Background: an optimization exercise with open tools, aiming at small area, a short achievable clock period and few clock cycles. Do not read the settings as production practice. Only simulation tests tie the RTL to the original design; equivalence was not proved. No activity file was given, so power comes from the tool's default toggle rates.

`flow/design.v`:
```
`timescale 1ns/100ps
`default_nettype none
package dur_pkg;
	typedef logic [3:0] rate_code_t;
	typedef logic [3:0] rate_idx_t;
	typedef logic [15:0] dur_t;         
	typedef logic [11:0] frame_len_t;   
	typedef logic [7:0]  resp_len_t;    
	typedef enum logic {
		dur_bcast  = 1'b0,
		dur_single = 1'b1
	} dur_kind_t;
	localparam int NUM_RATES      = 12;
	localparam int FIRST_OFDM_IDX = 4;
	localparam int OFDM_PREAMBLE_US = 16;
	localparam int OFDM_SIGNAL_US   = 4;
	localparam int OFDM_SYMBOL_US   = 4;
	localparam int SIGNAL_EXT_US    = 6;
	localparam int SERVICE_BITS     = 16;
	localparam int TAIL_BITS        = 6;
	localparam int CCK_LONG_PLCP_US  = 192;
	localparam int CCK_SHORT_PLCP_US = 96;
	localparam int INV_FRAC_BITS = 8;  
	function automatic rate_idx_t rate_code_to_index(input rate_code_t code);
		rate_idx_t idx;
		if (code[3]) begin
			idx = rate_idx_t'(code[1:0]);  
		end else begin
			case (code[2:0])
				3'd0: idx = 4'd10;  
				3'd1: idx = 4'd8;   
				3'd2: idx = 4'd6;   
				3'd3: idx = 4'd4;   
				3'd4: idx = 4'd11;  
				3'd5: idx = 4'd9;   
				3'd6: idx = 4'd7;   
				default: idx = 4'd5;  
			endcase
		end
		rate_code_to_index = idx;
	endfunction
endpackage
`default_nettype wire
`timescale 1ns/100ps
`default_nettype none
module basic_rate_sel (
	input  dur_pkg::rate_idx_t            data_idx,
	input  wire logic [dur_pkg::NUM_RATES-1:0] basic_rate_set,
	output dur_pkg::rate_idx_t                 resp_idx
);
	dur_pkg::rate_idx_t floor_idx;
	assign floor_idx = (data_idx < dur_pkg::rate_idx_t'(dur_pkg::FIRST_OFDM_IDX)) ?
		dur_pkg::rate_idx_t'(0) : dur_pkg::rate_idx_t'(dur_pkg::FIRST_OFDM_IDX);
	always_comb begin
		resp_idx = floor_idx;
		for (int i = 0; i < dur_pkg::NUM_RATES; i++) begin
			if (basic_rate_set[i] && dur_pkg::rate_idx_t'(i) >= floor_idx &&
				dur_pkg::rate_idx_t'(i) <= data_idx)
				resp_idx = dur_pkg::rate_idx_t'(i);  
		end
	end
endmodule
`default_nettype wire
`timescale 1ns/100ps
`timescale 1ns/100ps
`default_nettype none
module frame_airtime (
	input  wire logic [18:3] nbn,
	input  wire logic [15:0] w,
	input  wire logic [23:0] k,
	output logic [23:0] a
);
	logic [15:0] wn;
	logic p3_0;
	logic p3_1;
	logic p3_2;
	logic p3_3;
	logic p3_4;
	logic p3_5;
	logic p3_6;
	logic p3_7;
	logic p3_8;
	logic p3_9;
	logic p3_10;
	logic p3_11;
	logic p3_12;
	logic p3_13;
	logic p3_14;
	logic p3_15;
	logic p4_0;
	logic p4_1;
	logic p4_2;
	logic p4_3;
	logic p4_4;
	logic p4_5;
	logic p4_6;
	logic p4_7;
	logic p4_8;
	logic p4_9;
	logic p4_10;
	logic p4_11;
	logic p4_12;
	logic p4_13;
	logic p4_14;
	logic p4_15;
	logic p5_0;
	logic p5_1;
	logic p5_2;
	logic p5_3;
	logic p5_4;
	logic p5_5;
	logic p5_6;
	logic p5_7;
	logic p5_8;
	logic p5_9;
	logic p5_10;
	logic p5_11;
	logic p5_12;
	logic p5_13;
	logic p5_14;
	logic p5_15;
	logic p6_0;
	logic p6_1;
	logic p6_2;
	logic p6_3;
	logic p6_4;
	logic p6_5;
	logic p6_6;
	logic p6_7;
	logic p6_8;
	logic p6_9;
	logic p6_10;
	logic p6_11;
	logic p6_12;
	logic p6_13;
	logic p6_14;
	logic p6_15;
	logic p7_0;
	logic p7_1;
	logic p7_2;
	logic p7_3;
	logic p7_4;
	logic p7_5;
	logic p7_6;
	logic p7_7;
	logic p7_8;
	logic p7_9;
	logic p7_10;
	logic p7_11;
	logic p7_12;
	logic p7_13;
	logic p7_14;
	logic p7_15;
	logic p8_0;
	logic p8_1;
	logic p8_2;
	logic p8_3;
	logic p8_4;
	logic p8_5;
	logic p8_6;
	logic p8_7;
	logic p8_8;
	logic p8_9;
	logic p8_10;
	logic p8_11;
	logic p8_12;
	logic p8_13;
	logic p8_14;
	logic p8_15;
	logic p9_0;
	logic p9_1;
	logic p9_2;
	logic p9_3;
	logic p9_4;
	logic p9_5;
	logic p9_6;
	logic p9_7;
	logic p9_8;
	logic p9_9;
	logic p9_10;
	logic p9_11;
	logic p9_12;
	logic p9_13;
	logic p9_14;
	logic p10_0;
	logic p10_1;
	logic p10_2;
	logic p10_3;
	logic p10_4;
	logic p10_5;
	logic p10_6;
	logic p10_7;
	logic p10_8;
	logic p10_9;
	logic p10_10;
	logic p10_11;
	logic p10_12;
	logic p10_13;
	logic p11_0;
	logic p11_1;
	logic p11_2;
	logic p11_3;
	logic p11_4;
	logic p11_5;
	logic p11_6;
	logic p11_7;
	logic p11_8;
	logic p11_9;
	logic p11_10;
	logic p11_11;
	logic p11_12;
	logic p12_0;
	logic p12_1;
	logic p12_2;
	logic p12_3;
	logic p12_4;
	logic p12_5;
	logic p12_6;
	logic p12_7;
	logic p12_8;
	logic p12_9;
	logic p12_10;
	logic p12_11;
	logic p13_0;
	logic p13_1;
	logic p13_2;
	logic p13_3;
	logic p13_4;
	logic p13_5;
	logic p13_6;
	logic p13_7;
	logic p13_8;
	logic p13_9;
	logic p13_10;
	logic p14_0;
	logic p14_1;
	logic p14_2;
	logic p14_3;
	logic p14_4;
	logic p14_5;
	logic p14_6;
	logic p14_7;
	logic p14_8;
	logic p14_9;
	logic p15_0;
	logic p15_1;
	logic p15_2;
	logic p15_3;
	logic p15_4;
	logic p15_5;
	logic p15_6;
	logic p15_7;
	logic p15_8;
	logic p16_0;
	logic p16_1;
	logic p16_2;
	logic p16_3;
	logic p16_4;
	logic p16_5;
	logic p16_6;
	logic p16_7;
	logic p17_0;
	logic p17_1;
	logic p17_2;
	logic p17_3;
	logic p17_4;
	logic p17_5;
	logic p17_6;
	logic p18_0;
	logic p18_1;
	logic p18_2;
	logic p18_3;
	logic p18_4;
	logic p18_5;
	logic s1;
	logic c1;
	logic s2;
	logic c2;
	logic s3;
	logic c3;
	logic s4;
	logic c4;
	logic s5;
	logic c5;
	logic s6;
	logic c6;
	logic s7;
	logic c7;
	logic s8;
	logic c8;
	logic s9;
	logic c9;
	logic s10;
	logic c10;
	logic s11;
	logic c11;
	logic s12;
	logic c12;
	logic s13;
	logic c13;
	logic s14;
	logic c14;
	logic s15;
	logic c15;
	logic s16;
	logic c16;
	logic s17;
	logic c17;
	logic s18;
	logic c18;
	logic s19;
	logic c19;
	logic s20;
	logic c20;
	logic s21;
	logic c21;
	logic s22;
	logic c22;
	logic s23;
	logic c23;
	logic s24;
	logic c24;
	logic s25;
	logic c25;
	logic s26;
	logic c26;
	logic s27;
	logic c27;
	logic s28;
	logic c28;
	logic s29;
	logic c29;
	logic s30;
	logic c30;
	logic s31;
	logic c31;
	logic s32;
	logic c32;
	logic s33;
	logic c33;
	logic s34;
	logic c34;
	logic s35;
	logic c35;
	logic s36;
	logic c36;
	logic s37;
	logic c37;
	logic s38;
	logic c38;
	logic s39;
	logic c39;
	logic s40;
	logic c40;
	logic s41;
	logic c41;
	logic s42;
	logic c42;
	logic s43;
	logic c43;
	logic s44;
	logic c44;
	logic s45;
	logic c45;
	logic s46;
	logic c46;
	logic s47;
	logic c47;
	logic s48;
	logic c48;
	logic s49;
	logic c49;
	logic s50;
	logic c50;
	logic s51;
	logic c51;
	logic s52;
	logic c52;
	logic s53;
	logic c53;
	logic s54;
	logic c54;
	logic s55;
	logic c55;
	logic s56;
	logic c56;
	logic s57;
	logic c57;
	logic s58;
	logic c58;
	logic s59;
	logic c59;
	logic s60;
	logic c60;
	logic s61;
	logic c61;
	logic s62;
	logic c62;
	logic s63;
	logic c63;
	logic s64;
	logic c64;
	logic s65;
	logic c65;
	logic s66;
	logic c66;
	logic s67;
	logic c67;
	logic s68;
	logic c68;
	logic s69;
	logic c69;
	logic s70;
	logic c70;
	logic s71;
	logic c71;
	logic s72;
	logic c72;
	logic s73;
	logic c73;
	logic s74;
	logic c74;
	logic s75;
	logic c75;
	logic s76;
	logic c76;
	logic s77;
	logic c77;
	logic s78;
	logic c78;
	logic s79;
	logic c79;
	logic s80;
	logic c80;
	logic s81;
	logic c81;
	logic s82;
	logic c82;
	logic s83;
	logic c83;
	logic s84;
	logic c84;
	logic s85;
	logic c85;
	logic s86;
	logic c86;
	logic s87;
	logic c87;
	logic s88;
	logic c88;
	logic s89;
	logic c89;
	logic s90;
	logic c90;
	logic s91;
	logic c91;
	logic s92;
	logic c92;
	logic s93;
	logic c93;
	logic s94;
	logic c94;
	logic s95;
	logic c95;
	logic s96;
	logic c96;
	logic s97;
	logic c97;
	logic s98;
	logic c98;
	logic s99;
	logic c99;
	logic s100;
	logic c100;
	logic s101;
	logic c101;
	logic s102;
	logic c102;
	logic s103;
	logic c103;
	logic s104;
	logic c104;
	logic s105;
	logic c105;
	logic s106;
	logic c106;
	logic s107;
	logic c107;
	logic s108;
	logic c108;
	logic s109;
	logic c109;
	logic s110;
	logic c110;
	logic s111;
	logic c111;
	logic s112;
	logic c112;
	logic s113;
	logic c113;
	logic s114;
	logic c114;
	logic s115;
	logic c115;
	logic s116;
	logic c116;
	logic s117;
	logic c117;
	logic s118;
	logic c118;
	logic s119;
	logic c119;
	logic s120;
	logic c120;
	logic s121;
	logic c121;
	logic s122;
	logic c122;
	logic s123;
	logic c123;
	logic s124;
	logic c124;
	logic s125;
	logic c125;
	logic s126;
	logic c126;
	logic s127;
	logic c127;
	logic s128;
	logic c128;
	logic s129;
	logic c129;
	logic s130;
	logic c130;
	logic s131;
	logic c131;
	logic s132;
	logic c132;
	logic s133;
	logic c133;
	logic s134;
	logic c134;
	logic s135;
	logic c135;
	logic s136;
	logic c136;
	logic s137;
	logic c137;
	logic s138;
	logic c138;
	logic s139;
	logic c139;
	logic s140;
	logic c140;
	logic s141;
	logic c141;
	logic s142;
	logic c142;
	logic s143;
	logic c143;
	logic s144;
	logic c144;
	logic s145;
	logic c145;
	logic s146;
	logic c146;
	logic s147;
	logic c147;
	logic s148;
	logic c148;
	logic s149;
	logic c149;
	logic s150;
	logic c150;
	logic s151;
	logic c151;
	logic s152;
	logic c152;
	logic s153;
	logic c153;
	logic s154;
	logic c154;
	logic s155;
	logic c155;
	logic s156;
	logic c156;
	logic s157;
	logic c157;
	logic s158;
	logic c158;
	logic s159;
	logic c159;
	logic s160;
	logic c160;
	logic s161;
	logic c161;
	logic s162;
	logic c162;
	logic s163;
	logic c163;
	logic s164;
	logic c164;
	logic s165;
	logic c165;
	logic s166;
	logic c166;
	logic s167;
	logic c167;
	logic s168;
	logic c168;
	logic s169;
	logic c169;
	logic s170;
	logic c170;
	logic s171;
	logic c171;
	logic s172;
	logic c172;
	logic s173;
	logic c173;
	logic s174;
	logic c174;
	logic s175;
	logic c175;
	logic s176;
	logic c176;
	logic s177;
	logic c177;
	logic s178;
	logic c178;
	logic s179;
	logic c179;
	logic s180;
	logic c180;
	logic s181;
	logic c181;
	logic s182;
	logic c182;
	logic s183;
	logic c183;
	logic s184;
	logic c184;
	logic s185;
	logic c185;
	inv16 u_wn (.a(w), .y(wn));
	assign p3_0 = ~(wn[0] | nbn[3]);
	assign p3_1 = ~(wn[1] | nbn[3]);
	assign p3_2 = ~(wn[2] | nbn[3]);
	assign p3_3 = ~(wn[3] | nbn[3]);
	assign p3_4 = ~(wn[4] | nbn[3]);
	assign p3_5 = ~(wn[5] | nbn[3]);
	assign p3_6 = ~(wn[6] | nbn[3]);
	assign p3_7 = ~(wn[7] | nbn[3]);
	assign p3_8 = ~(wn[8] | nbn[3]);
	assign p3_9 = ~(wn[9] | nbn[3]);
	assign p3_10 = ~(wn[10] | nbn[3]);
	assign p3_11 = ~(wn[11] | nbn[3]);
	assign p3_12 = ~(wn[12] | nbn[3]);
	assign p3_13 = ~(wn[13] | nbn[3]);
	assign p3_14 = ~(wn[14] | nbn[3]);
	assign p3_15 = ~(wn[15] | nbn[3]);
	assign p4_0 = ~(wn[0] | nbn[4]);
	assign p4_1 = ~(wn[1] | nbn[4]);
	assign p4_2 = ~(wn[2] | nbn[4]);
	assign p4_3 = ~(wn[3] | nbn[4]);
	assign p4_4 = ~(wn[4] | nbn[4]);
	assign p4_5 = ~(wn[5] | nbn[4]);
	assign p4_6 = ~(wn[6] | nbn[4]);
	assign p4_7 = ~(wn[7] | nbn[4]);
	assign p4_8 = ~(wn[8] | nbn[4]);
	assign p4_9 = ~(wn[9] | nbn[4]);
	assign p4_10 = ~(wn[10] | nbn[4]);
	assign p4_11 = ~(wn[11] | nbn[4]);
	assign p4_12 = ~(wn[12] | nbn[4]);
	assign p4_13 = ~(wn[13] | nbn[4]);
	assign p4_14 = ~(wn[14] | nbn[4]);
	assign p4_15 = ~(wn[15] | nbn[4]);
	assign p5_0 = ~(wn[0] | nbn[5]);
	assign p5_1 = ~(wn[1] | nbn[5]);
	assign p5_2 = ~(wn[2] | nbn[5]);
	assign p5_3 = ~(wn[3] | nbn[5]);
	assign p5_4 = ~(wn[4] | nbn[5]);
	assign p5_5 = ~(wn[5] | nbn[5]);
	assign p5_6 = ~(wn[6] | nbn[5]);
	assign p5_7 = ~(wn[7] | nbn[5]);
	assign p5_8 = ~(wn[8] | nbn[5]);
	assign p5_9 = ~(wn[9] | nbn[5]);
	assign p5_10 = ~(wn[10] | nbn[5]);
	assign p5_11 = ~(wn[11] | nbn[5]);
	assign p5_12 = ~(wn[12] | nbn[5]);
	assign p5_13 = ~(wn[13] | nbn[5]);
	assign p5_14 = ~(wn[14] | nbn[5]);
	assign p5_15 = ~(wn[15] | nbn[5]);
	assign p6_0 = ~(wn[0] | nbn[6]);
	assign p6_1 = ~(wn[1] | nbn[6]);
	assign p6_2 = ~(wn[2] | nbn[6]);
	assign p6_3 = ~(wn[3] | nbn[6]);
	assign p6_4 = ~(wn[4] | nbn[6]);
	assign p6_5 = ~(wn[5] | nbn[6]);
	assign p6_6 = ~(wn[6] | nbn[6]);
	assign p6_7 = ~(wn[7] | nbn[6]);
	assign p6_8 = ~(wn[8] | nbn[6]);
	assign p6_9 = ~(wn[9] | nbn[6]);
	assign p6_10 = ~(wn[10] | nbn[6]);
	assign p6_11 = ~(wn[11] | nbn[6]);
	assign p6_12 = ~(wn[12] | nbn[6]);
	assign p6_13 = ~(wn[13] | nbn[6]);
	assign p6_14 = ~(wn[14] | nbn[6]);
	assign p6_15 = ~(wn[15] | nbn[6]);
	assign p7_0 = ~(wn[0] | nbn[7]);
	assign p7_1 = ~(wn[1] | nbn[7]);
	assign p7_2 = ~(wn[2] | nbn[7]);
	assign p7_3 = ~(wn[3] | nbn[7]);
	assign p7_4 = ~(wn[4] | nbn[7]);
	assign p7_5 = ~(wn[5] | nbn[7]);
	assign p7_6 = ~(wn[6] | nbn[7]);
	assign p7_7 = ~(wn[7] | nbn[7]);
	assign p7_8 = ~(wn[8] | nbn[7]);
	assign p7_9 = ~(wn[9] | nbn[7]);
	assign p7_10 = ~(wn[10] | nbn[7]);
	assign p7_11 = ~(wn[11] | nbn[7]);
	assign p7_12 = ~(wn[12] | nbn[7]);
	assign p7_13 = ~(wn[13] | nbn[7]);
	assign p7_14 = ~(wn[14] | nbn[7]);
	assign p7_15 = ~(wn[15] | nbn[7]);
	assign p8_0 = ~(wn[0] | nbn[8]);
	assign p8_1 = ~(wn[1] | nbn[8]);
	assign p8_2 = ~(wn[2] | nbn[8]);
	assign p8_3 = ~(wn[3] | nbn[8]);
	assign p8_4 = ~(wn[4] | nbn[8]);
	assign p8_5 = ~(wn[5] | nbn[8]);
	assign p8_6 = ~(wn[6] | nbn[8]);
	assign p8_7 = ~(wn[7] | nbn[8]);
	assign p8_8 = ~(wn[8] | nbn[8]);
	assign p8_9 = ~(wn[9] | nbn[8]);
	assign p8_10 = ~(wn[10] | nbn[8]);
	assign p8_11 = ~(wn[11] | nbn[8]);
	assign p8_12 = ~(wn[12] | nbn[8]);
	assign p8_13 = ~(wn[13] | nbn[8]);
	assign p8_14 = ~(wn[14] | nbn[8]);
	assign p8_15 = ~(wn[15] | nbn[8]);
	assign p9_0 = ~(wn[0] | nbn[9]);
	assign p9_1 = ~(wn[1] | nbn[9]);
	assign p9_2 = ~(wn[2] | nbn[9]);
	assign p9_3 = ~(wn[3] | nbn[9]);
	assign p9_4 = ~(wn[4] | nbn[9]);
	assign p9_5 = ~(wn[5] | nbn[9]);
	assign p9_6 = ~(wn[6] | nbn[9]);
	assign p9_7 = ~(wn[7] | nbn[9]);
	assign p9_8 = ~(wn[8] | nbn[9]);
	assign p9_9 = ~(wn[9] | nbn[9]);
	assign p9_10 = ~(wn[10] | nbn[9]);
	assign p9_11 = ~(wn[11] | nbn[9]);
	assign p9_12 = ~(wn[12] | nbn[9]);
	assign p9_13 = ~(wn[13] | nbn[9]);
	assign p9_14 = ~(wn[14] | nbn[9]);
	assign p10_0 = ~(wn[0] | nbn[10]);
	assign p10_1 = ~(wn[1] | nbn[10]);
	assign p10_2 = ~(wn[2] | nbn[10]);
	assign p10_3 = ~(wn[3] | nbn[10]);
	assign p10_4 = ~(wn[4] | nbn[10]);
	assign p10_5 = ~(wn[5] | nbn[10]);
	assign p10_6 = ~(wn[6] | nbn[10]);
	assign p10_7 = ~(wn[7] | nbn[10]);
	assign p10_8 = ~(wn[8] | nbn[10]);
	assign p10_9 = ~(wn[9] | nbn[10]);
	assign p10_10 = ~(wn[10] | nbn[10]);
	assign p10_11 = ~(wn[11] | nbn[10]);
	assign p10_12 = ~(wn[12] | nbn[10]);
	assign p10_13 = ~(wn[13] | nbn[10]);
	assign p11_0 = ~(wn[0] | nbn[11]);
	assign p11_1 = ~(wn[1] | nbn[11]);
	assign p11_2 = ~(wn[2] | nbn[11]);
	assign p11_3 = ~(wn[3] | nbn[11]);
	assign p11_4 = ~(wn[4] | nbn[11]);
	assign p11_5 = ~(wn[5] | nbn[11]);
	assign p11_6 = ~(wn[6] | nbn[11]);
	assign p11_7 = ~(wn[7] | nbn[11]);
	assign p11_8 = ~(wn[8] | nbn[11]);
	assign p11_9 = ~(wn[9] | nbn[11]);
	assign p11_10 = ~(wn[10] | nbn[11]);
	assign p11_11 = ~(wn[11] | nbn[11]);
	assign p11_12 = ~(wn[12] | nbn[11]);
	assign p12_0 = ~(wn[0] | nbn[12]);
	assign p12_1 = ~(wn[1] | nbn[12]);
	assign p12_2 = ~(wn[2] | nbn[12]);
	assign p12_3 = ~(wn[3] | nbn[12]);
	assign p12_4 = ~(wn[4] | nbn[12]);
	assign p12_5 = ~(wn[5] | nbn[12]);
	assign p12_6 = ~(wn[6] | nbn[12]);
	assign p12_7 = ~(wn[7] | nbn[12]);
	assign p12_8 = ~(wn[8] | nbn[12]);
	assign p12_9 = ~(wn[9] | nbn[12]);
	assign p12_10 = ~(wn[10] | nbn[12]);
	assign p12_11 = ~(wn[11] | nbn[12]);
	assign p13_0 = ~(wn[0] | nbn[13]);
	assign p13_1 = ~(wn[1] | nbn[13]);
	assign p13_2 = ~(wn[2] | nbn[13]);
	assign p13_3 = ~(wn[3] | nbn[13]);
	assign p13_4 = ~(wn[4] | nbn[13]);
	assign p13_5 = ~(wn[5] | nbn[13]);
	assign p13_6 = ~(wn[6] | nbn[13]);
	assign p13_7 = ~(wn[7] | nbn[13]);
	assign p13_8 = ~(wn[8] | nbn[13]);
	assign p13_9 = ~(wn[9] | nbn[13]);
	assign p13_10 = ~(wn[10] | nbn[13]);
	assign p14_0 = ~(wn[0] | nbn[14]);
	assign p14_1 = ~(wn[1] | nbn[14]);
	assign p14_2 = ~(wn[2] | nbn[14]);
	assign p14_3 = ~(wn[3] | nbn[14]);
	assign p14_4 = ~(wn[4] | nbn[14]);
	assign p14_5 = ~(wn[5] | nbn[14]);
	assign p14_6 = ~(wn[6] | nbn[14]);
	assign p14_7 = ~(wn[7] | nbn[14]);
	assign p14_8 = ~(wn[8] | nbn[14]);
	assign p14_9 = ~(wn[9] | nbn[14]);
	assign p15_0 = ~(wn[0] | nbn[15]);
	assign p15_1 = ~(wn[1] | nbn[15]);
	assign p15_2 = ~(wn[2] | nbn[15]);
	assign p15_3 = ~(wn[3] | nbn[15]);
	assign p15_4 = ~(wn[4] | nbn[15]);
	assign p15_5 = ~(wn[5] | nbn[15]);
	assign p15_6 = ~(wn[6] | nbn[15]);
	assign p15_7 = ~(wn[7] | nbn[15]);
	assign p15_8 = ~(wn[8] | nbn[15]);
	assign p16_0 = ~(wn[0] | nbn[16]);
	assign p16_1 = ~(wn[1] | nbn[16]);
	assign p16_2 = ~(wn[2] | nbn[16]);
	assign p16_3 = ~(wn[3] | nbn[16]);
	assign p16_4 = ~(wn[4] | nbn[16]);
	assign p16_5 = ~(wn[5] | nbn[16]);
	assign p16_6 = ~(wn[6] | nbn[16]);
	assign p16_7 = ~(wn[7] | nbn[16]);
	assign p17_0 = ~(wn[0] | nbn[17]);
	assign p17_1 = ~(wn[1] | nbn[17]);
	assign p17_2 = ~(wn[2] | nbn[17]);
	assign p17_3 = ~(wn[3] | nbn[17]);
	assign p17_4 = ~(wn[4] | nbn[17]);
	assign p17_5 = ~(wn[5] | nbn[17]);
	assign p17_6 = ~(wn[6] | nbn[17]);
	assign p18_0 = ~(wn[0] | nbn[18]);
	assign p18_1 = ~(wn[1] | nbn[18]);
	assign p18_2 = ~(wn[2] | nbn[18]);
	assign p18_3 = ~(wn[3] | nbn[18]);
	assign p18_4 = ~(wn[4] | nbn[18]);
	assign p18_5 = ~(wn[5] | nbn[18]);
	ha2 u1 (.a(k[15]), .b(p3_12), .s(s1), .co(c1));
	fa3 u2 (.a(k[16]), .b(p3_13), .c(p4_12), .s(s2), .co(c2));
	ha2 u3 (.a(p5_11), .b(p6_10), .s(s3), .co(c3));
	fa3 u4 (.a(k[17]), .b(p3_14), .c(p4_13), .s(s4), .co(c4));
	fa3 u5 (.a(p5_12), .b(p6_11), .c(p7_10), .s(s5), .co(c5));
	ha2 u6 (.a(p8_9), .b(p9_8), .s(s6), .co(c6));
	fa3 u7 (.a(k[18]), .b(p3_15), .c(p4_14), .s(s7), .co(c7));
	fa3 u8 (.a(p5_13), .b(p6_12), .c(p7_11), .s(s8), .co(c8));
	fa3 u9 (.a(p8_10), .b(p9_9), .c(p10_8), .s(s9), .co(c9));
	ha2 u10 (.a(p11_7), .b(p12_6), .s(s10), .co(c10));
	fa3 u11 (.a(k[19]), .b(p4_15), .c(p5_14), .s(s11), .co(c11));
	fa3 u12 (.a(p6_13), .b(p7_12), .c(p8_11), .s(s12), .co(c12));
	fa3 u13 (.a(p9_10), .b(p10_9), .c(p11_8), .s(s13), .co(c13));
	ha2 u14 (.a(p12_7), .b(p13_6), .s(s14), .co(c14));
	fa3 u15 (.a(k[20]), .b(p5_15), .c(p6_14), .s(s15), .co(c15));
	fa3 u16 (.a(p7_13), .b(p8_12), .c(p9_11), .s(s16), .co(c16));
	fa3 u17 (.a(p10_10), .b(p11_9), .c(p12_8), .s(s17), .co(c17));
	fa3 u18 (.a(k[21]), .b(p6_15), .c(p7_14), .s(s18), .co(c18));
	fa3 u19 (.a(p8_13), .b(p9_12), .c(p10_11), .s(s19), .co(c19));
	fa3 u20 (.a(k[22]), .b(p7_15), .c(p8_14), .s(s20), .co(c20));
	ha2 u21 (.a(k[11]), .b(p3_8), .s(s21), .co(c21));
	fa3 u22 (.a(k[12]), .b(p3_9), .c(p4_8), .s(s22), .co(c22));
	ha2 u23 (.a(p5_7), .b(p6_6), .s(s23), .co(c23));
	fa3 u24 (.a(k[13]), .b(p3_10), .c(p4_9), .s(s24), .co(c24));
	fa3 u25 (.a(p5_8), .b(p6_7), .c(p7_6), .s(s25), .co(c25));
	ha2 u26 (.a(p8_5), .b(p9_4), .s(s26), .co(c26));
	fa3 u27 (.a(k[14]), .b(p3_11), .c(p4_10), .s(s27), .co(c27));
	fa3 u28 (.a(p5_9), .b(p6_8), .c(p7_7), .s(s28), .co(c28));
	fa3 u29 (.a(p8_6), .b(p9_5), .c(p10_4), .s(s29), .co(c29));
	ha2 u30 (.a(p11_3), .b(p12_2), .s(s30), .co(c30));
	fa3 u31 (.a(p4_11), .b(p5_10), .c(p6_9), .s(s31), .co(c31));
	fa3 u32 (.a(p7_8), .b(p8_7), .c(p9_6), .s(s32), .co(c32));
	fa3 u33 (.a(p10_5), .b(p11_4), .c(p12_3), .s(s33), .co(c33));
	fa3 u34 (.a(p13_2), .b(p14_1), .c(p15_0), .s(s34), .co(c34));
	fa3 u35 (.a(p7_9), .b(p8_8), .c(p9_7), .s(s35), .co(c35));
	fa3 u36 (.a(p10_6), .b(p11_5), .c(p12_4), .s(s36), .co(c36));
	fa3 u37 (.a(p13_3), .b(p14_2), .c(p15_1), .s(s37), .co(c37));
	fa3 u38 (.a(p16_0), .b(c1), .c(s3), .s(s38), .co(c38));
	fa3 u39 (.a(p10_7), .b(p11_6), .c(p12_5), .s(s39), .co(c39));
	fa3 u40 (.a(p13_4), .b(p14_3), .c(p15_2), .s(s40), .co(c40));
	fa3 u41 (.a(p16_1), .b(p17_0), .c(c3), .s(s41), .co(c41));
	fa3 u42 (.a(s6), .b(c2), .c(s4), .s(s42), .co(c42));
	fa3 u43 (.a(p13_5), .b(p14_4), .c(p15_3), .s(s43), .co(c43));
	fa3 u44 (.a(p16_2), .b(p17_1), .c(p18_0), .s(s44), .co(c44));
	fa3 u45 (.a(c6), .b(s10), .c(c4), .s(s45), .co(c45));
	fa3 u46 (.a(c5), .b(s7), .c(s8), .s(s46), .co(c46));
	fa3 u47 (.a(p14_5), .b(p15_4), .c(p16_3), .s(s47), .co(c47));
	fa3 u48 (.a(p17_2), .b(p18_1), .c(c10), .s(s48), .co(c48));
	fa3 u49 (.a(s14), .b(c7), .c(c8), .s(s49), .co(c49));
	fa3 u50 (.a(c9), .b(s11), .c(s12), .s(s50), .co(c50));
	fa3 u51 (.a(p13_7), .b(p14_6), .c(p15_5), .s(s51), .co(c51));
	fa3 u52 (.a(p16_4), .b(p17_3), .c(p18_2), .s(s52), .co(c52));
	fa3 u53 (.a(c14), .b(c11), .c(c12), .s(s53), .co(c53));
	fa3 u54 (.a(c13), .b(s15), .c(s16), .s(s54), .co(c54));
	fa3 u55 (.a(p11_10), .b(p12_9), .c(p13_8), .s(s55), .co(c55));
	fa3 u56 (.a(p14_7), .b(p15_6), .c(p16_5), .s(s56), .co(c56));
	fa3 u57 (.a(p17_4), .b(p18_3), .c(c15), .s(s57), .co(c57));
	fa3 u58 (.a(c16), .b(c17), .c(s18), .s(s58), .co(c58));
	fa3 u59 (.a(p9_13), .b(p10_12), .c(p11_11), .s(s59), .co(c59));
	fa3 u60 (.a(p12_10), .b(p13_9), .c(p14_8), .s(s60), .co(c60));
	fa3 u61 (.a(p15_7), .b(p16_6), .c(p17_5), .s(s61), .co(c61));
	fa3 u62 (.a(p18_4), .b(c18), .c(c19), .s(s62), .co(c62));
	fa3 u63 (.a(k[23]), .b(p8_15), .c(p9_14), .s(s63), .co(c63));
	fa3 u64 (.a(p10_13), .b(p11_12), .c(p12_11), .s(s64), .co(c64));
	fa3 u65 (.a(p13_10), .b(p14_9), .c(p15_8), .s(s65), .co(c65));
	fa3 u66 (.a(p16_7), .b(p17_6), .c(p18_5), .s(s66), .co(c66));
	ha2 u67 (.a(k[8]), .b(p3_5), .s(s67), .co(c67));
	fa3 u68 (.a(k[9]), .b(p3_6), .c(p4_5), .s(s68), .co(c68));
	ha2 u69 (.a(p5_4), .b(p6_3), .s(s69), .co(c69));
	fa3 u70 (.a(k[10]), .b(p3_7), .c(p4_6), .s(s70), .co(c70));
	fa3 u71 (.a(p5_5), .b(p6_4), .c(p7_3), .s(s71), .co(c71));
	ha2 u72 (.a(p8_2), .b(p9_1), .s(s72), .co(c72));
	fa3 u73 (.a(p4_7), .b(p5_6), .c(p6_5), .s(s73), .co(c73));
	fa3 u74 (.a(p7_4), .b(p8_3), .c(p9_2), .s(s74), .co(c74));
	fa3 u75 (.a(p10_1), .b(p11_0), .c(s21), .s(s75), .co(c75));
	fa3 u76 (.a(p7_5), .b(p8_4), .c(p9_3), .s(s76), .co(c76));
	fa3 u77 (.a(p10_2), .b(p11_1), .c(p12_0), .s(s77), .co(c77));
	fa3 u78 (.a(c21), .b(s23), .c(s22), .s(s78), .co(c78));
	fa3 u79 (.a(p10_3), .b(p11_2), .c(p12_1), .s(s79), .co(c79));
	fa3 u80 (.a(p13_0), .b(c23), .c(s26), .s(s80), .co(c80));
	fa3 u81 (.a(c22), .b(s24), .c(s25), .s(s81), .co(c81));
	fa3 u82 (.a(p13_1), .b(p14_0), .c(c26), .s(s82), .co(c82));
	fa3 u83 (.a(s30), .b(c24), .c(c25), .s(s83), .co(c83));
	fa3 u84 (.a(s27), .b(s28), .c(s29), .s(s84), .co(c84));
	fa3 u85 (.a(c30), .b(s1), .c(c27), .s(s85), .co(c85));
	fa3 u86 (.a(c28), .b(c29), .c(s31), .s(s86), .co(c86));
	fa3 u87 (.a(s32), .b(s33), .c(s34), .s(s87), .co(c87));
	fa3 u88 (.a(c31), .b(c32), .c(c33), .s(s88), .co(c88));
	fa3 u89 (.a(c34), .b(s35), .c(s36), .s(s89), .co(c89));
	fa3 u90 (.a(s37), .b(s2), .c(s38), .s(s90), .co(c90));
	fa3 u91 (.a(c35), .b(c36), .c(c37), .s(s91), .co(c91));
	fa3 u92 (.a(s39), .b(s40), .c(s5), .s(s92), .co(c92));
	fa3 u93 (.a(c38), .b(s41), .c(s42), .s(s93), .co(c93));
	fa3 u94 (.a(c39), .b(c40), .c(s43), .s(s94), .co(c94));
	fa3 u95 (.a(s44), .b(s9), .c(c41), .s(s95), .co(c95));
	fa3 u96 (.a(c42), .b(s45), .c(s46), .s(s96), .co(c96));
	fa3 u97 (.a(c43), .b(c44), .c(s47), .s(s97), .co(c97));
	fa3 u98 (.a(s13), .b(s48), .c(c45), .s(s98), .co(c98));
	fa3 u99 (.a(c46), .b(s49), .c(s50), .s(s99), .co(c99));
	fa3 u100 (.a(c47), .b(s51), .c(s52), .s(s100), .co(c100));
	fa3 u101 (.a(s17), .b(c48), .c(c49), .s(s101), .co(c101));
	fa3 u102 (.a(c50), .b(s53), .c(s54), .s(s102), .co(c102));
	fa3 u103 (.a(c51), .b(c52), .c(s55), .s(s103), .co(c103));
	fa3 u104 (.a(s56), .b(s19), .c(c53), .s(s104), .co(c104));
	fa3 u105 (.a(c54), .b(s57), .c(s58), .s(s105), .co(c105));
	fa3 u106 (.a(c55), .b(c56), .c(s59), .s(s106), .co(c106));
	fa3 u107 (.a(s60), .b(s61), .c(s20), .s(s107), .co(c107));
	fa3 u108 (.a(c57), .b(c58), .c(s62), .s(s108), .co(c108));
	fa3 u109 (.a(c59), .b(c60), .c(c61), .s(s109), .co(c109));
	fa3 u110 (.a(s63), .b(s64), .c(s65), .s(s110), .co(c110));
	fa3 u111 (.a(s66), .b(c20), .c(c62), .s(s111), .co(c111));
	ha2 u112 (.a(k[6]), .b(p3_3), .s(s112), .co(c112));
	fa3 u113 (.a(k[7]), .b(p3_4), .c(p4_3), .s(s113), .co(c113));
	ha2 u114 (.a(p5_2), .b(p6_1), .s(s114), .co(c114));
	fa3 u115 (.a(p4_4), .b(p5_3), .c(p6_2), .s(s115), .co(c115));
	fa3 u116 (.a(p7_1), .b(p8_0), .c(s67), .s(s116), .co(c116));
	fa3 u117 (.a(p7_2), .b(p8_1), .c(p9_0), .s(s117), .co(c117));
	fa3 u118 (.a(c67), .b(s69), .c(s68), .s(s118), .co(c118));
	fa3 u119 (.a(p10_0), .b(c69), .c(s72), .s(s119), .co(c119));
	fa3 u120 (.a(c68), .b(s70), .c(s71), .s(s120), .co(c120));
	fa3 u121 (.a(c72), .b(c70), .c(c71), .s(s121), .co(c121));
	fa3 u122 (.a(s73), .b(s74), .c(s75), .s(s122), .co(c122));
	fa3 u123 (.a(c73), .b(c74), .c(s76), .s(s123), .co(c123));
	fa3 u124 (.a(s77), .b(c75), .c(s78), .s(s124), .co(c124));
	fa3 u125 (.a(c76), .b(c77), .c(s79), .s(s125), .co(c125));
	fa3 u126 (.a(s80), .b(c78), .c(s81), .s(s126), .co(c126));
	fa3 u127 (.a(c79), .b(c80), .c(s82), .s(s127), .co(c127));
	fa3 u128 (.a(c81), .b(s83), .c(s84), .s(s128), .co(c128));
	fa3 u129 (.a(c82), .b(c83), .c(c84), .s(s129), .co(c129));
	fa3 u130 (.a(s85), .b(s86), .c(s87), .s(s130), .co(c130));
	fa3 u131 (.a(c85), .b(c86), .c(c87), .s(s131), .co(c131));
	fa3 u132 (.a(s88), .b(s89), .c(s90), .s(s132), .co(c132));
	fa3 u133 (.a(c88), .b(c89), .c(s91), .s(s133), .co(c133));
	fa3 u134 (.a(s92), .b(c90), .c(s93), .s(s134), .co(c134));
	fa3 u135 (.a(c91), .b(c92), .c(s94), .s(s135), .co(c135));
	fa3 u136 (.a(s95), .b(c93), .c(s96), .s(s136), .co(c136));
	fa3 u137 (.a(c94), .b(s97), .c(c95), .s(s137), .co(c137));
	fa3 u138 (.a(c96), .b(s98), .c(s99), .s(s138), .co(c138));
	fa3 u139 (.a(c97), .b(s100), .c(c98), .s(s139), .co(c139));
	fa3 u140 (.a(c99), .b(s101), .c(s102), .s(s140), .co(c140));
	fa3 u141 (.a(c100), .b(s103), .c(c101), .s(s141), .co(c141));
	fa3 u142 (.a(c102), .b(s104), .c(s105), .s(s142), .co(c142));
	fa3 u143 (.a(c103), .b(s106), .c(s107), .s(s143), .co(c143));
	fa3 u144 (.a(c104), .b(c105), .c(s108), .s(s144), .co(c144));
	fa3 u145 (.a(c106), .b(c107), .c(s109), .s(s145), .co(c145));
	fa3 u146 (.a(s110), .b(c108), .c(s111), .s(s146), .co(c146));
	ha2 u147 (.a(k[5]), .b(p3_2), .s(s147), .co(c147));
	fa3 u148 (.a(p4_2), .b(p5_1), .c(p6_0), .s(s148), .co(c148));
	fa3 u149 (.a(p7_0), .b(c112), .c(s114), .s(s149), .co(c149));
	fa3 u150 (.a(c114), .b(c113), .c(s115), .s(s150), .co(c150));
	fa3 u151 (.a(c115), .b(s117), .c(c116), .s(s151), .co(c151));
	fa3 u152 (.a(c117), .b(s119), .c(c118), .s(s152), .co(c152));
	fa3 u153 (.a(c119), .b(c120), .c(s121), .s(s153), .co(c153));
	fa3 u154 (.a(c121), .b(s123), .c(c122), .s(s154), .co(c154));
	fa3 u155 (.a(c123), .b(s125), .c(c124), .s(s155), .co(c155));
	fa3 u156 (.a(c125), .b(s127), .c(c126), .s(s156), .co(c156));
	fa3 u157 (.a(c127), .b(c128), .c(s129), .s(s157), .co(c157));
	fa3 u158 (.a(c129), .b(c130), .c(s131), .s(s158), .co(c158));
	fa3 u159 (.a(c131), .b(s133), .c(c132), .s(s159), .co(c159));
	fa3 u160 (.a(c133), .b(s135), .c(c134), .s(s160), .co(c160));
	fa3 u161 (.a(c135), .b(s137), .c(c136), .s(s161), .co(c161));
	fa3 u162 (.a(c137), .b(c138), .c(s139), .s(s162), .co(c162));
	fa3 u163 (.a(c139), .b(c140), .c(s141), .s(s163), .co(c163));
	fa3 u164 (.a(s143), .b(c141), .c(c142), .s(s164), .co(c164));
	fa3 u165 (.a(c143), .b(s145), .c(c144), .s(s165), .co(c165));
	ha2 u166 (.a(k[4]), .b(p3_1), .s(s166), .co(c166));
	fa3 u167 (.a(p4_1), .b(p5_0), .c(s147), .s(s167), .co(c167));
	fa3 u168 (.a(c147), .b(s112), .c(s148), .s(s168), .co(c168));
	fa3 u169 (.a(c148), .b(s113), .c(s149), .s(s169), .co(c169));
	fa3 u170 (.a(c149), .b(s116), .c(s150), .s(s170), .co(c170));
	fa3 u171 (.a(c150), .b(s118), .c(s151), .s(s171), .co(c171));
	fa3 u172 (.a(s120), .b(c151), .c(s152), .s(s172), .co(c172));
	fa3 u173 (.a(s122), .b(c152), .c(s153), .s(s173), .co(c173));
	fa3 u174 (.a(c153), .b(s124), .c(s154), .s(s174), .co(c174));
	fa3 u175 (.a(s126), .b(c154), .c(s155), .s(s175), .co(c175));
	fa3 u176 (.a(s128), .b(c155), .c(s156), .s(s176), .co(c176));
	fa3 u177 (.a(s130), .b(c156), .c(s157), .s(s177), .co(c177));
	fa3 u178 (.a(s132), .b(c157), .c(s158), .s(s178), .co(c178));
	fa3 u179 (.a(c158), .b(s134), .c(s159), .s(s179), .co(c179));
	fa3 u180 (.a(s136), .b(c159), .c(s160), .s(s180), .co(c180));
	fa3 u181 (.a(s138), .b(c160), .c(s161), .s(s181), .co(c181));
	fa3 u182 (.a(s140), .b(c161), .c(s162), .s(s182), .co(c182));
	fa3 u183 (.a(s142), .b(c162), .c(s163), .s(s183), .co(c183));
	fa3 u184 (.a(s144), .b(c163), .c(s164), .s(s184), .co(c184));
	fa3 u185 (.a(s146), .b(c164), .c(s165), .s(s185), .co(c185));
	logic [23:0] r0, r1;
	assign r0 = {c184, c183, c182, c181, c180, c179, c178, c177, c176, c175, c174, c173, c172, c171, c170, c169, c168, c167, c166, s166, k[3], k[2], k[1], k[0]};
	assign r1 = {s185, s184, s183, s182, s181, s180, s179, s178, s177, s176, s175, s174, s173, s172, s171, s170, s169, s168, s167, p4_0, p3_0, 1'b0, 1'b0, 1'b0};
	assign a = r0 + r1;
endmodule
module fa3 (
	input  wire logic a, b, c,
	output logic      s, co
);
	assign s  = a ^ b ^ c;
	assign co = (a & b) | (a & c) | (b & c);
endmodule
module inv16 (
	input  wire logic [15:0] a,
	output logic [15:0]      y
);
	assign y = ~a;
endmodule
module ha2 (
	input  wire logic a, b,
	output logic      s, co
);
	assign s  = a ^ b;
	assign co = a & b;
endmodule
`default_nettype wire
`timescale 1ns/100ps
`timescale 1ns/100ps
`default_nettype none
module tx_duration #(
	parameter int INV_W = 16
) (
	input  wire logic                 clk,
	input  wire logic                 arst_n,
	input  wire logic                 start,
	input  dur_pkg::dur_kind_t            dur_kind,
	input  dur_pkg::rate_code_t           data_rate,
	input  dur_pkg::resp_len_t            resp_len,
	input  dur_pkg::frame_len_t           next_len,
	input  wire logic                 long_pre,
	input  wire logic [dur_pkg::NUM_RATES-1:0] basic_rate_set,
	input  dur_pkg::dur_t                 sifs,
	output logic                      tab_en,
	output dur_pkg::rate_idx_t                 tab_addr,
	input  wire logic [INV_W-1:0]     tab_data,
	output logic                      dur_valid,
	output dur_pkg::dur_t                      dur,
	output dur_pkg::rate_idx_t                 resp_rate
);
	dur_pkg::rate_idx_t data_idx;
	dur_pkg::rate_idx_t resp_idx;
	logic s_rd;    
	logic s_d1;    
	logic s_f2;    
	logic ofdm_q;
	logic idle;
	logic has_resp, has_next, both, go;
	logic is_ofdm;
	dur_pkg::frame_len_t nxt_len;
	logic [15:0] nbits;
	logic [18:3] nbn_q;
	logic [1:0] shamt;
	logic [15:0] lomask;
	logic [23:0] kadd, prod;
	dur_pkg::dur_t acc, cst, part, triple, sum;
	assign data_idx = dur_pkg::rate_code_to_index(data_rate);
	basic_rate_sel sel0 (
		.data_idx(data_idx), .basic_rate_set(basic_rate_set), .resp_idx(resp_idx)
	);
	assign has_resp = |resp_len;
	assign has_next = |next_len;
	assign both     = has_resp & has_next;
	assign idle     = ~(s_rd | s_d1);
	assign go       = idle & start & (dur_kind == dur_pkg::dur_single) & (has_resp | has_next);
	assign is_ofdm  = ~data_rate[3];
	always_ff @(posedge clk or negedge arst_n) begin
		if (!arst_n) begin
			s_rd      <= 1'b0;
			s_d1      <= 1'b0;
			s_f2      <= 1'b0;
			tab_en    <= 1'b0;
			dur_valid <= 1'b0;
		end else begin
			s_rd      <= go;
			s_d1      <= s_rd & both;
			s_f2      <= s_d1;
			tab_en    <= go | (s_rd & both);
			dur_valid <= (idle & start & ~go) | (s_rd & ~both) | s_d1;
		end
	end
	assign nxt_len  = s_d1 | ~has_next ? dur_pkg::frame_len_t'(resp_len) : next_len;
	assign cst      = is_ofdm ? 16'd26 : (long_pre ? 16'd192 : 16'd96);
	logic [11:0] inc_c;
	assign inc_c[0] = is_ofdm;
	for (genvar i = 0; i < 11; i++) begin : g_inc
		ha2 u (.a(nxt_len[i + 1]), .b(inc_c[i]), .s(nbits[i + 4]), .co(inc_c[i + 1]));
	end
	assign nbits[15]  = inc_c[11];
	assign nbits[3:0] = {nxt_len[0], is_ofdm, is_ofdm, 1'b0};
	logic [15:0] part_c;
	assign part[0]   = sifs[0];
	ha2 u_part1 (.a(sifs[1]), .b(cst[1]), .s(part[1]), .co(part_c[1]));
	for (genvar i = 2; i < 16; i++) begin : g_part
		if (i < 8) begin : g_f
			fa3 u (.a(sifs[i]), .b(cst[i]), .c(part_c[i - 1]), .s(part[i]), .co(part_c[i]));
		end else begin : g_h
			ha2 u (.a(sifs[i]), .b(part_c[i - 1]), .s(part[i]), .co(part_c[i]));
		end
	end
	logic [15:0] dbl, tri_c;
	assign dbl       = both ? {acc[14:0], 1'b0} : 16'd0;
	assign triple[0] = acc[0];
	ha2 u_tri1 (.a(acc[1]), .b(dbl[1]), .s(triple[1]), .co(tri_c[1]));
	for (genvar i = 2; i < 16; i++) begin : g_tri
		fa3 u (.a(acc[i]), .b(dbl[i]), .c(tri_c[i - 1]), .s(triple[i]), .co(tri_c[i]));
	end
	always_ff @(posedge clk) begin
		if (s_rd | s_d1)
			nbn_q <= ~(16'((19'(nbits) << {is_ofdm, s_d1}) >> 3));
		else
			nbn_q <= '1;
		if (s_d1)
			acc <= sum;
		else if (s_rd)
			acc <= triple;
		else
			acc <= go ? part : '0;
		ofdm_q <= is_ofdm;
	end
	assign shamt  = {ofdm_q, s_f2};
	assign lomask = ~(16'hffff << shamt);
	assign kadd   = {acc & ~lomask, 8'h00} | (24'hff << shamt);
	frame_airtime air0 (
		.nbn(nbn_q), .w(tab_data), .k(kadd), .a(prod)
	);
	assign sum = (prod[23:8] & ~lomask) | (acc & lomask);
	assign dur = sum;
	always_ff @(posedge clk) begin
		if (idle)
			tab_addr <= (dur_kind == dur_pkg::dur_bcast) ? dur_pkg::rate_idx_t'(0) :
				(has_next ? data_idx : resp_idx);
		else
			tab_addr <= resp_idx;
	end
	assign resp_rate = tab_addr;
endmodule
`default_nettype wire
```
`flow/flow/run.sh`:
```
#!/bin/bash
# The standard ORFS layout (the standard.sh, all steps), with the port
# buffers made of the smallest buffer cell instead of ORFS's default pick.
set -e
export BUFFER_PORTS_ARGS="-buffer_cell sky130_fd_sc_hd__buf_1"
bash standard.sh > standard.log 2>&1
```
`flow/standard.sh`:
```
#!/bin/bash
# synth_recipe.tcl (not shown) runs the flow's synth.tcl, then flattens the netlist and writes it again
# the make line also repeats each setting of config.mk as NAME=value (left out here)
make -C /OpenROAD-flow-scripts/flow DESIGN_CONFIG=/design/flow/config.mk WORK_HOME=/design/flow/orfs CLKGATE_MAP_FILE= SYNTH_SCRIPT=/design/flow/synth_recipe.tcl "${@:-finish}"
```
`flow/config.mk`:
```
export PLATFORM = sky130hd
export DESIGN_NAME = tx_duration
export DESIGN_NICKNAME = tx_duration
export VERILOG_FILES = /design/flow/design.v
export SDC_FILE = /design/flow/constraint.sdc
export NUM_CORES = 4
export LEC_CHECK = 0
export CAP_MARGIN = 20
export CORE_MARGIN = 2
export CORE_UTILIZATION = 40
export CTS_BUF_LIST = sky130_fd_sc_hd__clkbuf_8
export SETUP_SLACK_MARGIN = 0.6
export SLEW_MARGIN = 20
export SYNTH_HIERARCHICAL = 1
export SYNTH_MINIMUM_KEEP_SIZE = 0
```
`flow/constraint.sdc`:
```
create_clock -name core_clock -period 9.0 [get_ports {clk}]
set_input_delay 1.8000 -clock core_clock [delete_from_list [all_inputs] [get_ports {clk}]]
set_output_delay 1.8000 -clock core_clock [all_outputs]
set_load 0.01 [all_outputs]
```
==> results.yml, run 1 <==
sta:
  finalHoldViolCount: 0
  tightest_slew_ps: 799.5
  drv_slew: 0
  tns_ps: 0
  rsz0062_at_grt: "true"
  min_period_ps: 8489
  skew_ps: 10.47
  fin_crit_sh: 0.9432
  fmaxAchievable_ghz: 0.1178
  whs_ps: 755.3
  setup_violations: 0
  slew_headroom: 0.4663
setup_path:
  cp.arrival_ps: 6690
  endpoint_kind: "output port"
  crit_chain: "buf_1, inv_2, buf_4, nor2_1, fa_2, fa_1, fa_1, fa_1, fa_1, fa_1, ha_4, nand3_1, or3_4, nand4b_1, o211ai_1, a21oi_2, xnor2_2, buf_2"
  slowest_stage: "fa_1"
  cp_data_required_time_ps: 7200
  crit_type: "in -> out"
  startpoint: "tab_data[10]"
  path_depth: 18
  critPathMaxStageDelay_ps: 560
  crit_path_max_fanout: 5
  worstReg2RegStart: "acc[0]$_DFFE_PP_"
  path_common_cell: "fa_1"
  reg2reg_depth: 18
  startpoint_type: "primary input"
  crit_buf_inv: 4
  crit_family: "adder cells"
clocking:
  cts-root-buf: "clkbuf_8"
  cts_buffer_depth: 2
  numCtsBuffers: 5
  path_clk_slew_ps: 90
  cts_sinks: 42
  cts_tree: "yes"
  hold_buffers: 0
  clock_latency_ps: 300
  h-tree-depth: 2
placement:
  dp_hpwl_um: 18900
  numPortBuffers: 96
  gp_routability_congestion: 0.8569
  dpl_cell_area_sq_um: 9265
cells_and_area:
  fin_area_sq_um: 9614
  layout-drive-gt1-share: 0.1524
  seqCellArea_sq_um: 875.8
  nets: 1264
  syn_to_final_growth_pct: 10.88
  final_util: 0.4545
  multiInputGateArea_sq_um: 7556
  antenna_cells: 0
  nFillCells: 2061
drt:
  vias_per_cell: 5.372
  drc: 0
  ant_nets: 0
  wire_per_inst_um: 18.28
  first_iter_violations: 314
  vias: 6554
  dr.pass1.iters: 5
  wl_um: 22310
floorplan:
  chipHeight_um: 151.2
  rows: 53
  dieArea_sq_um: 22870
  start_util: 0.4099
  ios: 99
  core_area_sq_um: 21150
  die_w_um: 151.2
power_and_ir_drop:
  p_total_mw: 3.170
  powerDensity_nw_per_um2: 329.7
  power.leakage_nw: 4.660
  ir_worst_vdd_mv: 0.4359
flow_run:
  max_cap_violations: 0
global_route:
  antenna_found_initial: 0
  grt_usage: 0.2102
  grt_pass1_vias: 7013
  grt_max_degree: 46
  grt_pass1_wl_um: 37200
  gr-total-overflow: 0
synth:
  synthCells: 866
  avgSynthCellArea_sq_um: 10.01
  ys_warn_count: 8
  synth.cell_area_sq_um: 8671
hold_path:
  hold_depth: 1
  hold_path_class: "reg -> reg"
  min_from: "s_rd$_DFF_PN0_"
status:
  outcome: "complete, no violations"
==> final timing paths <==
kind                                    to  slack, ps
hold reg to reg             s_d1$_DFF_PN0_        760
setup / recovery                   dur[15]        510
setup reg to reg           acc[15]$_DFF_P_       2610
hold / removal              s_d1$_DFF_PN0_        760
max in group asynchronous   s_rd$_DFF_PN0_       7430
min in group asynchronous   s_f2$_DFF_PN0_       1340
==> report_power, final <==
| group | total (mW) | leakage (nW) | internal [mW] | switching (mW) |
|---|---|---|---|---|
| clock network | 0.129 | 0.0472 | 0.0617 | 0.0677 |
| registers | 0.297 | 0.374 | 0.224 | 0.0732 |
| logic | 2.74 | 4.24 | 1.17 | 1.57 |
==> cell type report <==
class	count	area share
Inverter	21	0.008199
Multi-Input combinational cell	738	0.7859
Timing Repair Buffer	136	0.06910
Clock buffer	6	0.008589
Tap cell	275	0.03579
Clock inverter	2	0.001301
Sequential cell	42	0.09110
==> flip-flops by register name, indices dropped and copies added, names as in the netlist <==
name / cells
s_rd: 1
nbn_q: 16
dur_valid: 1
s_d1: 1
tab_en: 1
acc: 16
s_f2: 1
ofdm_q: 1
tab_addr: 4
==> stage by stage <==
stage | instances | worst slack, ps
2_1_floorplan | 870 | 617.6
6_report | 1220 | 511.1
4_1_cts | 1213 | 540.7
3_5_place_dp | 1197 | 113.2
5_1_grt | 1220 | 333.9
3_3_place_gp | 1197 | 220.7
==> what timing repair did <==
item	in CTS	in global routing
cloned	0	0
pin swaps	14	11
buffers inserted	8	7
resized for setup	29	19
endpoints found under the setup margin	3	7
==> layout by cell type, fill, tap and decap left out, types with 3 or more instances in the layout <==
master / instances
a21o_1: 19
a21oi_1: 18
a21oi_2: 4
a221o_1: 3
a22o_1: 18
and3_1: 17
buf_1: 93
buf_4: 40
clkbuf_8: 6
conb_1: 6
dfrtp_1: 5
dfxtp_1: 36
fa_1: 170
fa_2: 20
ha_1: 54
inv_1: 10
inv_2: 11
mux2_2: 14
mux4_2: 7
nand2_1: 34
nand2b_1: 5
nand3_1: 15
nand4_1: 6
nor2_1: 217
nor2_2: 4
nor2b_1: 10
nor4_4: 4
o211ai_2: 3
o21a_1: 3
o21ai_0: 12
o22ai_1: 3
or2_2: 3
xnor2_1: 9
xnor2_2: 3
xor2_1: 4
==> metal layers <==
| metal | track usage | part of all wire |
|---|---|---|
| met1 | 0.2850 | 0.43 |
| met2 | 0.3708 | 0.51 |
| met3 | 0.02380 | 0.040 |
| met4 | 0.03131 | 0.014 |
| met5 | 0 | 0 |
Testbench counts, summed over its fixed seeds: cycles 5,403.
==> inputs of run 2 (changes only) <==
--- a/flow/config.mk
+++ b/flow/config.mk
@@ -9,7 +9,6 @@
 export CORE_MARGIN = 2
 export CORE_UTILIZATION = 40
 export CTS_BUF_LIST = sky130_fd_sc_hd__clkbuf_8
-export SETUP_SLACK_MARGIN = 0.6
 export SLEW_MARGIN = 20
 export SYNTH_HIERARCHICAL = 1
 export SYNTH_MINIMUM_KEEP_SIZE = 0
==> run 2 against run 1 <==
  * Design area shrank 2.8%
  * Sequential share of layout area rose by 0.26 points
  * Routed wire length down 1.7%
  * Largest power group unchanged
==> results.yml, run 2 <==
global_route:
  grt_use_met3: 0.02139
  gr-total-overflow: 0
  met1_usage: 0.2745
  grt_max_degree: 46
  grt_pass1_wl_um: 36370
  grt_pass1_vias: 6975
  grt-busiest-layer: "met2"
  grt_util_met2: 0.3600
  antenna_found_initial: 0
  grt_usage: 0.2063
power_and_ir_drop:
  ir_worst_vdd_mv: 0.3150
  powerDensity_nw_per_um2: 308.4
  power.leakage_nw: 4.617
drt:
  vias: 6583
  dr.pass1.iters: 5
  ant_nets: 0
  first_iter_violations: 310
  vias_per_cell: 5.463
  wire_per_inst_um: 18.20
  wl_um: 21930
  drc: 0
cells_and_area:
  nets: 1249
  mostFrequentLayoutCells: "nor2_1, fa_1, buf_1, ha_1, dfxtp_1"
  reg_top3: "acc x16, nbn_q x16, tab_addr x4"
  antenna_cells: 0
  fin_area_sq_um: 9345
  nFillCells: 2062
  layout_commonest_cell: "nor2_1"
  syn_to_final_growth_pct: 7.778
  layout-drive-gt1-share: 0.08817
setup_path:
  crit_type: "in -> reg"
  cp.arrival_ps: 8960
  endpoint_kind: "flip-flop"
  startpoint_type: "primary input"
  cp_data_required_time_ps: 9200
  crit_path_max_fanout: 13
sta:
  fin_crit_sh: 0.9732
  tightest_slew_ps: 836.8
  setup_violations: 0
  finalHoldViolCount: 0
  fmaxAchievable_ghz: 0.1142
  skew_ps: 14.91
  drv_slew: 0
  finalWorstSetupSlack_ps: 241.0
  rsz0062_at_grt: "false"
  min_period_ps: 8759
  slew_headroom: 0.4414
synth:
  synthCells: 866
  avgSynthCellArea_sq_um: 10.01
  ys_warn_count: 8
  synth.cell_area_sq_um: 8671
floorplan:
  chipHeight_um: 151.2
  die_w_um: 151.2
  start_util: 0.4099
  rows: 53
  core_area_sq_um: 21150
  ios: 99
  dieArea_sq_um: 22870
flow_run:
  max_cap_violations: 0
clocking:
  numCtsBuffers: 5
  path_clk_slew_ps: 80
  clock_latency_ps: 300
  cts_sinks: 42
  cts_buffer_depth: 2
  h-tree-depth: 2
  cts-root-buf: "clkbuf_8"
  cts_tree: "yes"
status:
  outcome: "complete, no violations"
placement:
  dpl_cell_area_sq_um: 9255
  dp_hpwl_um: 18870
  gp_routability_congestion: 0.8625
  numPortBuffers: 96
  pre_cts_ws_ps: -122.2
hold_path:
  hold_path_class: "reg -> reg"
## run 2: routing by layer
| layer | part of all wire | up-vias | wire (um) |
|---|---|---|---|
| li1 | - | 2963 | - |
| met1 | 0.42 | 3409 | 9136 |
| met2 | 0.51 | 174 | 11230 |
| met3 | 0.045 | 37 | 997 |
| met4 | 0.026 | 0 | 565 |
| met5 | 0 | - | 0 |
## run 2: path summary, 6_finish.rpt
path	start	to	slack [ps]	cells past startpoint
max	next_len[7]	acc[15]$_DFF_P_	240	21
min	s_rd$_DFF_PN0_	s_d1$_DFF_PN0_	740	1
max reg2reg	acc[0]$_DFFE_PP_	acc[15]$_DFF_P_	2270	18
min reg2reg	s_rd$_DFF_PN0_	s_d1$_DFF_PN0_	740	1
max in group asynchronous	arst_n	s_d1$_DFF_PN0_	7440	1
min in group asynchronous	arst_n	s_rd$_DFF_PN0_	1340	1
## run 2: critical path, stage by stage
cell and delay [ps]:
buf_1 120, nor4_4 390, nand3_2 300, and3_1 280
ha_1 190, fa_1 380, fa_1 380, fa_1 400
fa_1 400, fa_1 390, fa_1 380, fa_1 380
fa_1 390, fa_1 390, fa_1 390, fa_1 390
fa_1 400, fa_1 400, fa_1 440, a22o_1 210
a21o_1 160
## run 2: area by class of cell
cell class	instances	area (sq um)	area share
inverter	21	78.83	0.008435
tap	275	344.1	0.03682
clock buffer	5	68.82	0.007364
timing repair buffer	121	548.0	0.05864
sequential	42	875.8	0.09372
clock inverter	3	13.76	0.001473
multi-input combinational	738	7416	0.7935
## run 2: per-stage QoR
step,utilization,TNS [ps],hold WS (ps),std cells,power (mW)
2_1_floorplan,-,0,348.7,870,1.975
5_1_grt,0.4418,0,777.5,1205,3.176
3_5_place_dp,0.4375,-122.2,719.5,1197,2.759
3_3_place_gp,0.4375,0,728.9,1197,2.731
6_report,0.4418,0,744.3,1205,2.882
4_1_cts,0.4414,0,738.4,1205,2.892
## run 2: power by group
part | internal, mW | switching (mW) | total (mW)
logic | 0.996 | 1.47 | 2.47
clock network | 0.0527 | 0.0662 | 0.119
registers | 0.224 | 0.0722 | 0.296
total | 1.27 | 1.61 | 2.88
## run 2: what timing repair did
action | in CTS | in global routing
endpoints found under the hold margin | 0 | 0
hold buffers | 0 | 0
setup endpoints to repair | 0 | 1
resized for setup | 0 | 1
buffers inserted | 0 | 0
==> inputs of run 3 (changes only) <==
--- a/flow/config.mk
+++ b/flow/config.mk
@@ -5,10 +5,10 @@
 export SDC_FILE = /design/flow/constraint.sdc
 export NUM_CORES = 4
 export LEC_CHECK = 0
-export CAP_MARGIN = 20
+export CAP_MARGIN = 0
 export CORE_MARGIN = 2
 export CORE_UTILIZATION = 40
 export CTS_BUF_LIST = sky130_fd_sc_hd__clkbuf_8
-export SLEW_MARGIN = 20
+export SLEW_MARGIN = 0
 export SYNTH_HIERARCHICAL = 1
 export SYNTH_MINIMUM_KEEP_SIZE = 0
==> run 3 against run 2 <==
  * Clock skew stayed put
  * Non-clock buffer count stayed put
  * Register-to-register slack hardly changed
  * Core utilization stayed put
  * Critical endpoint unchanged
  * Highest routed layer unchanged
==> results.yml, run 3 <==
setup_path:
  r2r_end: "acc[15]$_DFF_P_"
  path_depth: 21
  startpoint: "next_len[7]"
  r2r_setup_slack_ps: 2270
  crit_type: "in -> reg"
  cp.arrival_ps: 8960
  cp_data_required_time_ps: 9200
  worstReg2RegStart: "acc[0]$_DFFE_PP_"
  crit_family: "adder cells"
  critPathCapture: "acc[15]$_DFF_P_"
  critPathMaxStageDelay_ps: 440
  endpoint_kind: "flip-flop"
  path_common_cell: "fa_1"
  crit_path_max_fanout: 13
  slowest_stage: "fa_1"
  crit_chain: "buf_1, nor4_4, nand3_2, and3_1, ha_1, fa_1, fa_1, fa_1, fa_1, fa_1, fa_1, fa_1, fa_1, fa_1, fa_1, fa_1, fa_1, fa_1, fa_1, a22o_1, a21o_1"
  startpoint_type: "primary input"
  reg2reg_depth: 18
  crit_buf_inv: 1
synth:
  synthCells: 866
  avgSynthCellArea_sq_um: 10.01
  ys_warn_count: 8
  synth.cell_area_sq_um: 8671
cells_and_area:
  layout_commonest_cell: "nor2_1"
  reg_top3: "acc x16, nbn_q x16, tab_addr x4"
  fin_cells: 1205
  nFillCells: 2062
  mostFrequentLayoutCells: "nor2_1, fa_1, buf_1, ha_1, dfxtp_1"
  syn_to_final_growth_pct: 7.778
  antenna_cells: 0
  nets: 1249
  layout-drive-gt1-share: 0.08817
drt:
  dr.pass1.iters: 5
  drc: 0
  ant_nets: 0
  vias_per_cell: 5.463
  first_iter_violations: 310
  wl_um: 21930
  vias: 6583
  wire_per_inst_um: 18.20
power_and_ir_drop:
  switching_share: 0.5584
  intPower_mw: 1.273
  ir_worst_vdd_mv: 0.3150
  power_switching_mw: 1.609
  comb_power_share: 0.856
  power.leakage_nw: 4.617
  powerDensity_nw_per_um2: 308.4
  p_clk_frac: 0.041
  seq_power_share: 0.103
clocking:
  h-tree-depth: 2
  hold_buffers: 0
  cts_tree: "yes"
  cts-root-buf: "clkbuf_8"
  numCtsBuffers: 5
  clock_latency_ps: 300
  cts_sinks: 42
  path_clk_slew_ps: 80
  cts_buffer_depth: 2
global_route:
  grt_usage: 0.2063
  antenna_found_initial: 0
  grt_pass1_wl_um: 36370
  gr-total-overflow: 0
  grt_pass1_vias: 6975
  grt_max_degree: 46
status:
  outcome: "complete, no violations"
sta:
  rsz0062_at_grt: "false"
  slew_headroom: 0.4414
  finalHoldViolCount: 0
  tightest_slew_ps: 836.8
  drv_slew: 0
  skew_ps: 14.91
  setup_violations: 0
  min_period_ps: 8759
  fin_crit_sh: 0.9732
  tns_ps: 0
  fmaxAchievable_ghz: 0.1142
placement:
  gp_routability_congestion: 0.8625
  numPortBuffers: 96
  dp_cells: 1197
  dp_hpwl_um: 18870
floorplan:
  start_util: 0.4099
  rows: 53
  dieArea_sq_um: 22870
  chipHeight_um: 151.2
  ios: 99
  core_area_sq_um: 21150
  die_w_um: 151.2
flow_run:
  max_cap_violations: 0
hold_path:
  hold_path_class: "reg -> reg"
## run 3: cell counts in the layout (fill, tap and decap cells not counted)
Identical to the previous run, type by type.
## run 3: worst min-delay path by stage
stage / from / endpoint / slack (ps) / depth (start not counted)
2_1_floorplan: s_d1$_DFF_PN0_ / s_f2$_DFF_PN0_ / 350 / 0
3_3_place_gp: s_rd$_DFF_PN0_ / s_d1$_DFF_PN0_ / 730 / 1
3_5_place_dp: s_rd$_DFF_PN0_ / s_d1$_DFF_PN0_ / 720 / 1
4_1_cts: s_rd$_DFF_PN0_ / s_d1$_DFF_PN0_ / 740 / 1
5_1_grt: s_rd$_DFF_PN0_ / s_d1$_DFF_PN0_ / 780 / 1
6_report: s_rd$_DFF_PN0_ / s_d1$_DFF_PN0_ / 740 / 1
## run 3: layout make-up
cell class / instances / area [sq um] / share of cell area
multi-input cells: 738 / 7416 / 0.7935
flip-flops and latches: 42 / 875.8 / 0.09372
repair buffers: 121 / 548.0 / 0.05864
well taps: 275 / 344.1 / 0.03682
inverters: 21 / 78.83 / 0.008435
clock buffers: 5 / 68.82 / 0.007364
clock inverters: 3 / 13.76 / 0.001473
## run 3: metal layers
| metal | GRT usage | up-vias | part of all wire |
|---|---|---|---|
| met2 | 0.3600 | 174 | 0.51 |
| met3 | 0.02139 | 37 | 0.045 |
| met1 | 0.2745 | 3409 | 0.42 |
| met4 | 0.05421 | 0 | 0.026 |
| met5 | 0 | - | 0 |
| li1 | - | 2963 | - |
## run 3: power by group through the flow
stage	Sequential, mW	Combinational (mW)	Clock (mW)
final	0.296	2.47	0.119
after global routing	0.306	2.74	0.131
after CTS	0.299	2.47	0.122
after detailed placement	0.302	2.46	0
after global placement	0.302	2.43	0
after floorplan	0.259	1.72	0
## run 3: timing repair
item                                    in CTS  in global routing
gates resized for setup                      0                  1
endpoints found under the setup margin       0                  1
buffers inserted                             0                  0
## run 3: stage by stage
step	power (mW)	util	hold WS, ps	cell area, sq um	setup slack, ps
detailed placement	2.759	0.4375	719.5	9255	-122.2
floorplan	1.975	-	348.7	8686	438.9
global placement	2.731	0.4375	728.9	9255	28.40
CTS	2.892	0.4414	738.4	9338	194.0
finish	2.882	0.4418	744.3	9345	241.0
global route	3.176	0.4418	777.5	9345	2.840

port drivers added, routing unchanged:
No port has a modelled driver above. Below, the same layouts with a new extraction and two added sets of constraints.
Step 1: set_driving_cell puts a clkbuf_16 on clk and a buf_2 on each other input, an assumption about the parent block.
Step 2 times the ports against the registers' clock, not the clock port: input delays grow and output delays shrink by t, the midpoint of the rising clock arrivals with the driver on.
a / b / c = ideal ports / drivers / drivers and shift; a / b = the first two.
| run | t, ns | setup WS [ns] | worst setup path after step 2 | latest minus earliest clock arrival (ns) | pins driven straight from the clock port |
|---|---|---|---|---|---|
| run 1 | 0.324 | 0.511 / 0.487 / 0.487 | input to output | 0.010 / 0.010 | 1 |
| run 2 | 0.322 | 0.241 / 0.249 / -0.070 | input to register | 0.015 / 0.015 | 1 |
| run 3 | 0.322 | 0.241 / 0.249 / -0.070 | input to register | 0.015 / 0.015 | 1 |
Met with ideal ports but missed after step 2: setup timing in run 2 and run 3.
